Source: an optimization exercise on an open RTL-to-GDS flow (aim: small area, a short achievable clock period and few clock cycles per item). Production flows keep margins and buffers that such runs may drop.
No functional check of the RTL was part of any run shown here.
Power figures rest on the tool's default switching activity, not on a simulated workload.

==> flow/design.v, too long to show whole: its modules and the start of the top module <==
// module fp32_fa: 10 lines
// module fp32_ha: 9 lines
// module fp32_round_pack: 52 lines
// module fp32_mul_pipe: 1430 lines
module fp32_mul_pipe #(
  parameter logic [31:0] QNAN = fp32_pkg::QNAN
) (
  input  logic        clk,
  input  logic        rst_n,
  input  logic        in_valid,
  output logic        in_ready,
  input  logic [31:0] A,
  input  logic [31:0] B,
  output logic        out_valid,
  input  logic        out_ready,
  output logic [31:0] result,
  output logic [2:0]  flags
);
  // ...
==> flow/flow/run.sh <==
#!/bin/bash
# The standard layout, with the port buffers that global placement inserts made plain
# buffers (sky130_fd_sc_hd__buf_2) instead of the delay cell that buffer_ports picks.
set -euo pipefail
export BUFFER_PORTS_ARGS="-buffer_cell sky130_fd_sc_hd__buf_2"
bash standard.sh finish > standard_flow.log 2>&1
==> flow/standard.sh <==
#!/bin/bash
# synth_recipe.tcl (not shown) runs the flow's synth.tcl, then flattens the netlist and writes it again
# the make line also repeats each setting of config.mk as NAME=value (left out here)
make -C /OpenROAD-flow-scripts/flow DESIGN_CONFIG=/design/flow/config.mk WORK_HOME=/design/flow/orfs CLKGATE_MAP_FILE= SYNTH_SCRIPT=/design/flow/synth_recipe.tcl "${@:-finish}"
==> flow/config.mk <==
export PLATFORM = sky130hd
export DESIGN_NAME = fp32_mul_pipe
export DESIGN_NICKNAME = fp32_mul_pipe
export VERILOG_FILES = /design/flow/design.v
export SDC_FILE = /design/flow/constraint.sdc
export NUM_CORES = 4
export LEC_CHECK = 0
export ABC_AREA = 1
export CAP_MARGIN = 20
export CORE_MARGIN = 2
export CORE_UTILIZATION = 45
export SETUP_SLACK_MARGIN = 2.5
export SLEW_MARGIN = 20
export SYNTH_HIERARCHICAL = 1
export SYNTH_MINIMUM_KEEP_SIZE = 0
export TNS_END_PERCENT = 5
==> flow/constraint.sdc <==
create_clock -name core_clock -period 8.0 [get_ports {clk}]
set_input_delay 1.6000 -clock core_clock [delete_from_list [all_inputs] [get_ports {clk}]]
set_output_delay 1.6000 -clock core_clock [all_outputs]
set_load 0.01 [all_outputs]
==> reports/results.tsv, run 1 <==
stage	metric	value	unit
run_status	status	no timing/DRC/antenna violations	
timing	relative slew slack	0.328	
routing	Vias	17300	
timing	unrepaired setup endpoints after global routing	yes	
synthesis	count leader, synth	nand2_1	
routing	Post-route DRC	0	
synthesis	Cells after Synth	2352	
synthesis	Yosys reg bits	89	
cells_and_area	# diodes	0	
worst_setup_path	worst reg2reg path startpoint	out_valid	
clock_network	Post-CTS Setup Bufs	0	
synthesis	syn_area_per_cell	8.30	um2
global_routing	Global Route Usage Sum	0.289	
global_routing	M3 GR Usage	0.0600	
global_routing	largest net degree at the start of global routing	70	
run	max cap viols	0	
global_routing	met1 GRT Util	0.393	
placement	post-DP HPWL	48.5	mm
worst_setup_path	Reg2Reg Setup Slack	6.13	ns
worst_setup_path	crit path launch	A[16]	
synthesis	post-synthesis sequential area ratio	0.137	
cells_and_area	Multi-input gate area	15500	um2
cells_and_area	largest class	multi-input gates	
cells_and_area	non-clk buf share	0.0389	
worst_setup_path	Top cell by count, worst path	fa_1	
routing	Max Used Layer	met5	
pwr	clock group power	426	uW
cells_and_area	most common library cell in the layout ignoring fill and taps	nand2_1	
worst_setup_path	Crit-path slowest cell	clkinvlp_2	
pwr	Sw Ratio	0.537	
cells_and_area	commonest non-fill, non-tap cells in the layout	375 x nand2_1, 273 x xor2_1, 263 x fa_1, 262 x o22ai_1, 219 x inv_1	
timing	clock skew	0.0124	ns
worst_hold_path	hold path start	out_valid	
pwr	Logic pwr share	0.814	
worst_setup_path	crit path max fanout	12	
synthesis	area leader, netlist	fa_1	
synthesis	Post-Syn Area	19500	um2
clock_network	hold buffers post-CTS	0	
worst_setup_path	Setup crit end	rq[16]	
worst_setup_path	delay-heaviest family, CP	adder cells	
timing	Setup WS post-layout	2.39	ns
synthesis	largest family of logic cells by synthesized area	adder cells	
==> module fp32_round_pack, before the edit <==
module fp32_round_pack #(
  parameter int          K    = 21,
  parameter logic [31:0] QNAN = 32'h7FC0_0000
) (
  input  logic [47-K:0]     hia,
  input  logic [47-K:0]     hib,
  input  logic              cin,
  input  logic              tie0,
  input  logic              tie1,
  input  logic              sign,
  input  logic signed [9:0] exp,
  input  logic [1:0]        cls,     
  output logic [31:0]       result,
  output logic [2:0]        flags
);
  logic [47-K:0] y, z;
  logic          n;
  logic [22:0]   frac0, frac1;
  logic [34:0]   res0, res1;
  logic signed [9:0] exp1;
  logic          uf0, uf1, of0, of1;
  function automatic logic [34:0] pack(input logic s, input logic [1:0] c, input logic u,
                                       input logic o, input logic [7:0] e, input logic [22:0] f);
    unique case (c)
      2'd3:    pack = {3'b100, QNAN};
      2'd2:    pack = {3'b000, s, 8'hFF, 23'h0};
      2'd1:    pack = {3'b000, s, 31'h0};
      default: begin
        if (u)      pack = {3'b001, s, 31'h0};
        else if (o) pack = {3'b010, s, 8'hFF, 23'h0};
        else        pack = {3'b000, s, e, f};
      end
    endcase
  endfunction
  always_comb begin
    y = hia + hib + {{(47-K){1'b0}}, cin};
    z = hia + hib + {{(47-K){1'b0}}, cin} + ((48-K)'(1) << (22 - K));
    n = y[47-K];
    frac0 = y[45-K:23-K];
    frac0[0] = frac0[0] & ~tie0;
    frac1 = z[46-K:24-K];
    frac1[0] = frac1[0] & ~tie1;
    exp1 = exp + 10'sd1;
    uf0  = (exp  <= 10'sd0);
    uf1  = (exp1 <= 10'sd0);
    of0  = (exp  >= 10'sd255);
    of1  = (exp1 >= 10'sd255);
    res0 = pack(sign, cls, uf0, of0, exp[7:0], frac0);
    res1 = pack(sign, cls, uf1, of1, exp1[7:0], frac1);
    {flags, result} = n ? res1 : res0;
  end
endmodule
==> run 2, diff against run 1 <==
--- a/flow/design.v
+++ b/flow/design.v
@@ -32,67 +32,81 @@
   input  logic              sign,
   input  logic signed [9:0] exp,
   input  logic [1:0]        cls,     
   output logic [31:0]       result,
   output logic [2:0]        flags
 );
   logic [47-K:0] y, z;
   logic          n;
-  logic [22:0]   frac0, frac1;
-  logic [34:0]   res0, res1;
+  logic [22:0]   frac0, frac1, frac;
   logic signed [9:0] exp1;
-  logic          uf0, uf1, of0, of1;
-  function automatic logic [34:0] pack(input logic s, input logic [1:0] c, input logic u,
-                                       input logic o, input logic [7:0] e, input logic [22:0] f);
-    unique case (c)
-      2'd3:    pack = {3'b100, QNAN};
-      2'd2:    pack = {3'b000, s, 8'hFF, 23'h0};
-      2'd1:    pack = {3'b000, s, 31'h0};
-      default: begin
-        if (u)      pack = {3'b001, s, 31'h0};
-        else if (o) pack = {3'b010, s, 8'hFF, 23'h0};
-        else        pack = {3'b000, s, e, f};
-      end
-    endcase
-  endfunction
+  logic          uf0, uf1, of0, of1, uf, of;
+  logic [7:0]    ebits;
   always_comb begin
     y = hia + hib + {{(47-K){1'b0}}, cin};
     z = hia + hib + {{(47-K){1'b0}}, cin} + ((48-K)'(1) << (22 - K));
     n = y[47-K];
     frac0 = y[45-K:23-K];
     frac0[0] = frac0[0] & ~tie0;
     frac1 = z[46-K:24-K];
     frac1[0] = frac1[0] & ~tie1;
+    frac = n ? frac1 : frac0;
     exp1 = exp + 10'sd1;
     uf0  = (exp  <= 10'sd0);
     uf1  = (exp1 <= 10'sd0);
     of0  = (exp  >= 10'sd255);
     of1  = (exp1 >= 10'sd255);
-    res0 = pack(sign, cls, uf0, of0, exp[7:0], frac0);
-    res1 = pack(sign, cls, uf1, of1, exp1[7:0], frac1);
-    {flags, result} = n ? res1 : res0;
+    uf   = n ? uf1 : uf0;
+    of   = n ? of1 : of0;
+    ebits = n ? exp1[7:0] : exp[7:0];
+    unique case (cls)
+      2'd3: begin
+        result = QNAN;
+        flags  = 3'b100;
+      end
+      2'd2: begin
+        result = {sign, 8'hFF, 23'h0};
+        flags  = 3'b000;
+      end
+      2'd1: begin
+        result = {sign, 31'h0};
+        flags  = 3'b000;
+      end
+      default: begin
+        if (uf) begin
+          result = {sign, 31'h0};
+          flags  = 3'b001;
+        end else if (of) begin
+          result = {sign, 8'hFF, 23'h0};
+          flags  = 3'b010;
+        end else begin
+          result = {sign, ebits, frac};
+          flags  = 3'b000;
+        end
+      end
+    endcase
   end
 endmodule
 module fp32_mul_pipe #(
   parameter logic [31:0] QNAN = fp32_pkg::QNAN
 ) (
   input  logic        clk,
   input  logic        rst_n,
   input  logic        in_valid,
   output logic        in_ready,
   input  logic [31:0] A,
   input  logic [31:0] B,
   output logic        out_valid,
   input  logic        out_ready,
   output logic [31:0] result,
   output logic [2:0]  flags
 );
-  localparam int NR = 72;
-  localparam int HW = 36;
+  localparam int NR = 68;
+  localparam int HW = 34;
   logic adv;
   logic [NR-1:0] rd, rq;
   logic [HW-1:0] hia, hib;
   logic ck;
   logic sign_d, sign_q, tie0_d, tie0_q, tie1_d, tie1_q, ck_q;
   logic [1:0] cls_d, cls_q;
   logic signed [9:0] exp_d, exp_q;
   logic bo0, bt0, bn0;
@@ -1355,94 +1369,90 @@
   fp32_fa u_fa287 (.a(fc197), .b(fs242), .c(fc241), .s(fs287), .co(fc287));
   fp32_fa u_fa288 (.a(fc199), .b(fs243), .c(fc242), .s(fs288), .co(fc288));
   fp32_fa u_fa289 (.a(fs244), .b(fc201), .c(fc243), .s(fs289), .co(fc289));
   fp32_fa u_fa290 (.a(hc203), .b(fs245), .c(fc244), .s(fs290), .co(fc290));
   fp32_fa u_fa291 (.a(fc204), .b(fs246), .c(fc245), .s(fs291), .co(fc291));
   fp32_fa u_fa292 (.a(fs247), .b(hc205), .c(fc246), .s(fs292), .co(fc292));
   fp32_fa u_fa293 (.a(A[22]), .b(hs248), .c(fc247), .s(fs293), .co(fc293));
   fp32_ha u_ha294 (.a(1'b1), .b(hc248), .s(hs294), .co(hc294));
-  logic [11:0] loa, lob;
-  logic [12:0] lo_sum;
-  assign loa = {fs258, fs257, fs256, fs255, fs254, fs253, fs252, fs251, hs250, hs249, pp0_1, pp0_0};
-  assign lob = {fc257, fc256, fc255, fc254, fc253, fc252, fc251, hc250, hc249, bn1, 1'b0, bn0};
+  logic [13:0] loa, lob;
+  logic [14:0] lo_sum;
+  assign loa = {fs260, fs259, fs258, fs257, fs256, fs255, fs254, fs253, fs252, fs251, hs250, hs249, pp0_1, pp0_0};
+  assign lob = {fc259, fc258, fc257, fc256, fc255, fc254, fc253, fc252, fc251, hc250, hc249, bn1, 1'b0, bn0};
   assign lo_sum = {1'b0, loa} + {1'b0, lob};
-  assign ck = lo_sum[12];
-  assign rd[0] = fs259;
-  assign rd[1] = fc258;
-  assign rd[2] = fs260;
-  assign rd[3] = fc259;
-  assign rd[4] = fs261;
-  assign rd[5] = fc260;
-  assign rd[6] = fs262;
-  assign rd[7] = fc261;
-  assign rd[8] = fs263;
-  assign rd[9] = fc262;
-  assign rd[10] = fs264;
-  assign rd[11] = fc263;
-  assign rd[12] = fs265;
-  assign rd[13] = fc264;
-  assign rd[14] = fs266;
-  assign rd[15] = fc265;
-  assign rd[16] = fs267;
-  assign rd[17] = fc266;
-  assign rd[18] = fs268;
-  assign rd[19] = fc267;
-  assign rd[20] = fs269;
-  assign rd[21] = fc268;
-  assign rd[22] = fs270;
-  assign rd[23] = fc269;
-  assign rd[24] = fs271;
-  assign rd[25] = fc270;
-  assign rd[26] = fs272;
-  assign rd[27] = fc271;
-  assign rd[28] = fs273;
-  assign rd[29] = fc272;
-  assign rd[30] = fs274;
-  assign rd[31] = fc273;
-  assign rd[32] = fs275;
-  assign rd[33] = fc274;
-  assign rd[34] = fs276;
-  assign rd[35] = fc275;
-  assign rd[36] = fs277;
-  assign rd[37] = fc276;
-  assign rd[38] = fs278;
-  assign rd[39] = fc277;
-  assign rd[40] = fs279;
-  assign rd[41] = fc278;
-  assign rd[42] = fs280;
-  assign rd[43] = fc279;
-  assign rd[44] = fs281;
-  assign rd[45] = fc280;
-  assign rd[46] = fs282;
-  assign rd[47] = fc281;
-  assign rd[48] = fs283;
-  assign rd[49] = fc282;
-  assign rd[50] = fs284;
-  assign rd[51] = fc283;
-  assign rd[52] = fs285;
-  assign rd[53] = fc284;
-  assign rd[54] = fs286;
-  assign rd[55] = fc285;
-  assign rd[56] = fs287;
-  assign rd[57] = fc286;
-  assign rd[58] = fs288;
-  assign rd[59] = fc287;
-  assign rd[60] = fs289;
-  assign rd[61] = fc288;
-  assign rd[62] = fs290;
-  assign rd[63] = fc289;
-  assign rd[64] = fs291;
-  assign rd[65] = fc290;
-  assign rd[66] = fs292;
-  assign rd[67] = fc291;
-  assign rd[68] = fs293;
-  assign rd[69] = fc292;
-  assign rd[70] = hs294;
-  assign rd[71] = fc293;
+  assign ck = lo_sum[14];
+  assign rd[0] = fs261;
+  assign rd[1] = fc260;
+  assign rd[2] = fs262;
+  assign rd[3] = fc261;
+  assign rd[4] = fs263;
+  assign rd[5] = fc262;
+  assign rd[6] = fs264;
+  assign rd[7] = fc263;
+  assign rd[8] = fs265;
+  assign rd[9] = fc264;
+  assign rd[10] = fs266;
+  assign rd[11] = fc265;
+  assign rd[12] = fs267;
+  assign rd[13] = fc266;
+  assign rd[14] = fs268;
+  assign rd[15] = fc267;
+  assign rd[16] = fs269;
+  assign rd[17] = fc268;
+  assign rd[18] = fs270;
+  assign rd[19] = fc269;
+  assign rd[20] = fs271;
+  assign rd[21] = fc270;
+  assign rd[22] = fs272;
+  assign rd[23] = fc271;
+  assign rd[24] = fs273;
+  assign rd[25] = fc272;
+  assign rd[26] = fs274;
+  assign rd[27] = fc273;
+  assign rd[28] = fs275;
+  assign rd[29] = fc274;
+  assign rd[30] = fs276;
+  assign rd[31] = fc275;
+  assign rd[32] = fs277;
+  assign rd[33] = fc276;
+  assign rd[34] = fs278;
+  assign rd[35] = fc277;
+  assign rd[36] = fs279;
+  assign rd[37] = fc278;
+  assign rd[38] = fs280;
+  assign rd[39] = fc279;
+  assign rd[40] = fs281;
+  assign rd[41] = fc280;
+  assign rd[42] = fs282;
+  assign rd[43] = fc281;
+  assign rd[44] = fs283;
+  assign rd[45] = fc282;
+  assign rd[46] = fs284;
+  assign rd[47] = fc283;
+  assign rd[48] = fs285;
+  assign rd[49] = fc284;
+  assign rd[50] = fs286;
+  assign rd[51] = fc285;
+  assign rd[52] = fs287;
+  assign rd[53] = fc286;
+  assign rd[54] = fs288;
+  assign rd[55] = fc287;
+  assign rd[56] = fs289;
+  assign rd[57] = fc288;
+  assign rd[58] = fs290;
+  assign rd[59] = fc289;
+  assign rd[60] = fs291;
+  assign rd[61] = fc290;
+  assign rd[62] = fs292;
+  assign rd[63] = fc291;
+  assign rd[64] = fs293;
+  assign rd[65] = fc292;
+  assign rd[66] = hs294;
+  assign rd[67] = fc293;
   logic a_zero, b_zero, a_inf, b_inf, a_nan, b_nan;
   logic [23:0] lza, lzb, oha, ohb;
   assign a_zero = (A[30:23] == 8'h00);
   assign b_zero = (B[30:23] == 8'h00);
   assign a_inf  = (A[30:23] == 8'hFF) && (A[22:0] == 23'h0);
   assign b_inf  = (B[30:23] == 8'hFF) && (B[22:0] == 23'h0);
   assign a_nan  = (A[30:23] == 8'hFF) && (A[22:0] != 23'h0);
   assign b_nan  = (B[30:23] == 8'hFF) && (B[22:0] != 23'h0);
@@ -1482,19 +1492,19 @@
       ck_q   <= ck;
       sign_q <= sign_d;
       tie0_q <= tie0_d;
       tie1_q <= tie1_d;
       cls_q  <= cls_d;
       exp_q  <= exp_d;
     end
   end
-  assign hia = {rq[70], rq[68], rq[66], rq[64], rq[62], rq[60], rq[58], rq[56], rq[54], rq[52], rq[50], rq[48], rq[46], rq[44], rq[42], rq[40], rq[38], rq[36], rq[34], rq[32], rq[30], rq[28], rq[26], rq[24], rq[22], rq[20], rq[18], rq[16], rq[14], rq[12], rq[10], rq[8], rq[6], rq[4], rq[2], rq[0]};
-  assign hib = {rq[71], rq[69], rq[67], rq[65], rq[63], rq[61], rq[59], rq[57], rq[55], rq[53], rq[51], rq[49], rq[47], rq[45], rq[43], rq[41], rq[39], rq[37], rq[35], rq[33], rq[31], rq[29], rq[27], rq[25], rq[23], rq[21], rq[19], rq[17], rq[15], rq[13], rq[11], rq[9], rq[7], rq[5], rq[3], rq[1]};
-  fp32_round_pack #(.K(12), .QNAN(QNAN)) u_round_pack (
+  assign hia = {rq[66], rq[64], rq[62], rq[60], rq[58], rq[56], rq[54], rq[52], rq[50], rq[48], rq[46], rq[44], rq[42], rq[40], rq[38], rq[36], rq[34], rq[32], rq[30], rq[28], rq[26], rq[24], rq[22], rq[20], rq[18], rq[16], rq[14], rq[12], rq[10], rq[8], rq[6], rq[4], rq[2], rq[0]};
+  assign hib = {rq[67], rq[65], rq[63], rq[61], rq[59], rq[57], rq[55], rq[53], rq[51], rq[49], rq[47], rq[45], rq[43], rq[41], rq[39], rq[37], rq[35], rq[33], rq[31], rq[29], rq[27], rq[25], rq[23], rq[21], rq[19], rq[17], rq[15], rq[13], rq[11], rq[9], rq[7], rq[5], rq[3], rq[1]};
+  fp32_round_pack #(.K(14), .QNAN(QNAN)) u_round_pack (
     .hia    (hia),
     .hib    (hib),
     .cin    (ck_q),
     .tie0   (tie0_q),
     .tie1   (tie1_q),
     .sign   (sign_q),
     .exp    (exp_q),
     .cls    (cls_q),
==> run 2 against run 1 <==
  * Still clean
  * Count of clock-buffer cells in the layout did not move
  * First-iteration DRC count rose by 13%
  * Register-to-register slack improved by 0.12 ns
  * Synthesized cell count rose by 2.7%
  * Largest cell class unchanged
==> reports/results.tsv, run 2 <==
stage	metric	value	unit	change
timing	crit share post-route	0.684		
global_routing	largest net degree at the start of global routing	75		+7.1%
routing	wire per inst	22.1	um	
synthesis	Commonest cells post-synth	466 x nand2_1, 267 x xor2_1, 264 x fa_1, 262 x o22ai_1, 259 x inv_1		
clock_network	CTS root buffer	clkbuf_16		
timing	worst-margin pin slew	0.926	ns	
synthesis	Yosys reg bits	85		-4.5%
worst_setup_path	CP Capture Type	flop		
timing	Tmin final	5.47	ns	
worst_setup_path	crit path max fanout	17		+5
synthesis	area leader, netlist	fa_1		
cells_and_area	Final #Nets	2894		
synthesis	ys flop type	edfxtp_1		
placement	post-DP HPWL	50.2	mm	+3.3%
cells_and_area	most common library cell in the layout ignoring fill and taps	nand2_1		
synthesis	complex-gate fraction of the synthesized area	0.117		
die	CORE AREA	42200	um2	
timing	clock skew	0.00629	ns	-0.00614 ns
worst_setup_path	max incr delay on CP	0.58	ns	
worst_setup_path	worst reg2reg path startpoint	out_valid		
die	Die Area	44600	um2	
synthesis	Post-synth EDFFs	84		
clock_network	hold buffers post-CTS	0		unchanged
pwr	Power Total	8690	uW	
synthesis	post-synthesis mux area share	0		
placement	Placer Congestion	0.936		
clock_network	worst skew pair latency	0.36	ns	
cells_and_area	Area Overhead vs Synth	8.91	%	
synthesis	post-synthesis sequential area ratio	0.132		-0.00491
timing	Max Clock Freq	183	MHz	
global_routing	initial antenna violation count	1		
die	initial core utilization	0.458		
pwr	pwr dens	413	nW/um2	
placement	PortBufs	104		
clock_network	H-tree Lvls	3		
routing	Post-route DRC	0		unchanged
die	Die W	211	um	
timing	Final Max Tran Viols	0		
cells_and_area	number of flip-flops in the largest register	68		
worst_setup_path	Worst Reg2Reg Path Length in Cells	2		
synthesis	Yosys top cell area share	0.273		
die	Row Count	75		
synthesis	largest family of logic cells by synthesized area	adder cells		
clock_network	clock sinks	85		
global_routing	Global Route Usage Sum	0.295		+0.00539
die	DIE HEIGHT	211	um	
worst_hold_path	WHS Endpoint	out_valid		
worst_setup_path	Reg2Reg Setup Slack	6.25	ns	+0.12 ns
global_routing	GRT Residual Overflow	0		
die	Top-Level Pins	105		
clock_network	clock buffer count from CTS	9		
worst_setup_path	Worst EP arrival	5.57	ns	
worst_hold_path	hold path start	out_valid		
routing	Vias	17800		+2.7%
global_routing	first-pass GRT wire length	99.9	mm	
routing	Routed WL	66.5	mm	
synthesis	count leader, synth	nand2_1		
routing	initial DRC count	1904		
run	max cap viols	0		unchanged
routing	Routed Antenna Nets	0		
worst_setup_path	CP Buf/Inv Count	2		
routing	vias per cell	5.90		
pwr	Leak	0.00958	uW	
synthesis	Post-Syn Area	19300	um2	-0.94%
timing	unrepaired setup endpoints after global routing	yes		
pwr	maximum VDD drop	183	uV	
worst_setup_path	stages on the worst setup path	11		
synthesis	asr flop ratio synth	0.0118		
synthesis	Cells after Synth	2415		+2.7%
synthesis	Yosys Warn Count	8		
synthesis	Post-Synth XOR/XNOR Area	0.126		
worst_hold_path	Hold Crit Class	reg -> reg		
worst_setup_path	Startpoint Class	input port		
cells_and_area	Reg with most FFs	rq		
worst_setup_path	Crit-path slowest cell	fa_1		
cells_and_area	commonest non-fill, non-tap cells in the layout	447 x nand2_1, 267 x xor2_1, 264 x fa_1, 262 x o22ai_1, 246 x inv_1		
run_status	status	no timing/DRC/antenna violations		
timing	relative slew slack	0.383		+0.0543
synthesis	syn_area_per_cell	8.01	um2	-3.5%
cells_and_area	share of layout cells above drive strength 1	0.122		
synthesis	ranking of synthesized cells by area	fa_1 27%, edfxtp_1 13%, xor2_1 12%		
timing	Hold Vio Cnt, Final	0		
worst_setup_path	worst path cell trace	buf_2 -> nor2_1 -> inv_1 -> nand2_2 -> o22ai_1 -> xor2_1 -> fa_1 -> fa_1 -> fa_1 -> fa_1 -> fa_1		
clock_network	clock slew seen by the registers of the worst setup and hold paths	0.07	ns	
routing	TritonRoute pass-1 iters	7		
cells_and_area	Top Registers	rq (68), exp_q (10), cls_q (2)		
synthesis	post-synthesis adder-cell area fraction	0.336		
worst_setup_path	Setup CP Type	in -> reg		
worst_setup_path	Top cell by count, worst path	fa_1		
global_routing	vias in the first global route	17200		
timing	post-route setup TNS	0	ns	
timing	Setup-failing EPs final	0		
worst_setup_path	Worst Path Required	8.10	ns	
synthesis	post-synthesis simple-gate area fraction	0.205		
worst_hold_path	WHS Path Cells	2		
clock_network	largest buffer count on any clock path	2		
worst_setup_path	delay-heaviest family, CP	adder cells		
worst_setup_path	end of the worst register-to-register path	rq[63]		
synthesis	synth unique cells	48		
clock_network	CTS tree	yes		
run 2: changes by cell type after synthesis, sizes merged, moves of 14 or more:
cell | previous run | this run
nand2 | 419 | 489
inv | 252 | 277
a21oi | 64 | 40
buf | 76 | 57
clkbuf | 59 | 77
nor2 | 183 | 197
run 2: Yosys stat by module, one instance, submodules excluded, a selection:
module	times used	cell area, um2	flops+latches
fp32_mul_pipe	1	9300	85
fp32_fa	263	20.0	0
fp32_ha	32	12.5	0
run 2: worst register-to-register path: cells and delay by family, from the launching register on:
kind          cells  cell delay [ns]
buf+inv           1             0.71
simple gates      1             0.17
flops             1             0.40
run 2: timing repair:
action,in CTS,in global routing
endpoints found under the setup margin,51,71
gates cloned,1,6
pin swaps,0,1
setup buffers,5,11
resized for setup,35,36
run 2: where the power goes:
group	internal (uW)	switching [uW]	leakage, uW
clock network	222	201	0.000148
registers	1050	82.4	0.000862
logic	2710	4430	0.00857
total	3980	4710	0.00958
run 2: worst max-delay path by stage:
stage                     start     end  slack [ns]
final                     B[17]  rq[20]        2.53
after global routing       B[1]    ck_q        2.44
after CTS                  B[7]  rq[30]        2.45
after detailed placement   B[5]  rq[26]        1.51
after global placement     B[5]  rq[26]        1.54
after floorplan           B[21]  rq[24]        2.53
run 2: cell type report:
class	instances	area [um2]
tap	539	674
timing repair buffer	156	1010
fill	4128	21200
clock buffer	9	225
timing repair inverter	6	37.5
antenna	1	2.50
multi-input combinational	1922	15400
inverter	285	1120
clock inverter	7	71.3
sequential	85	2550
run 2: per-layer routing:
metal | wire length, um | track usage
met4 | 3170 | 0.131
met2 | 29600 | 0.460
met5 | 0 | 0
met1 | 27500 | 0.403
met3 | 6230 | 0.0497
run 2: cell families after synthesis:
family	count (synthesis)
other	1
flip-flops	85
AO/OA/AOI/OAI	375
AND/OR/NAND/NOR	896
XOR/XNOR	278
adder cells (fa/ha/maj)	361
buffers and inverters	419
run 2: through the flow:
step,hold WS (ns),std cells,util,setup slack [ns],area (um2)
final,0.629,3010,0.499,2.53,21100
after detailed placement,0.636,2969,0.481,1.51,20300
after global routing,0.703,3009,0.499,2.44,21100
after global placement,0.618,2969,0.481,1.54,20300
after floorplan,1.30,2426,-,2.53,19400
after CTS,0.653,2991,0.492,2.45,20800

-- what the ideal ports hide --
Ports are ideal in the flow. The routed layouts listed here were re-timed in OpenROAD.
Step 1, drivers: a clkbuf_16 drives clk and a buf_2 each remaining input, both assumed.
Step 2 moves the port delays by t, midway between the first and last clock arrival at a register: inputs arrive t later, outputs are due t later. That takes back most of the time a late clock gives input paths.
Slacks: ideal ports / drivers / drivers and shift; pairs: ideal ports / drivers.
run | t (ns) | setup slack, ns | worst data-port slew with drivers (ns)
run 1 | 0.415 | 2.385 / 2.415 / 2.000 | 0.06
run 2 | 0.404 | 2.528 / 2.550 / 2.146 | 0.04
After both steps setup and hold are still met in every run listed. The setup slack of run 1, which loses most, moves by +0.030 ns with the drivers and by -0.385 ns with both steps.
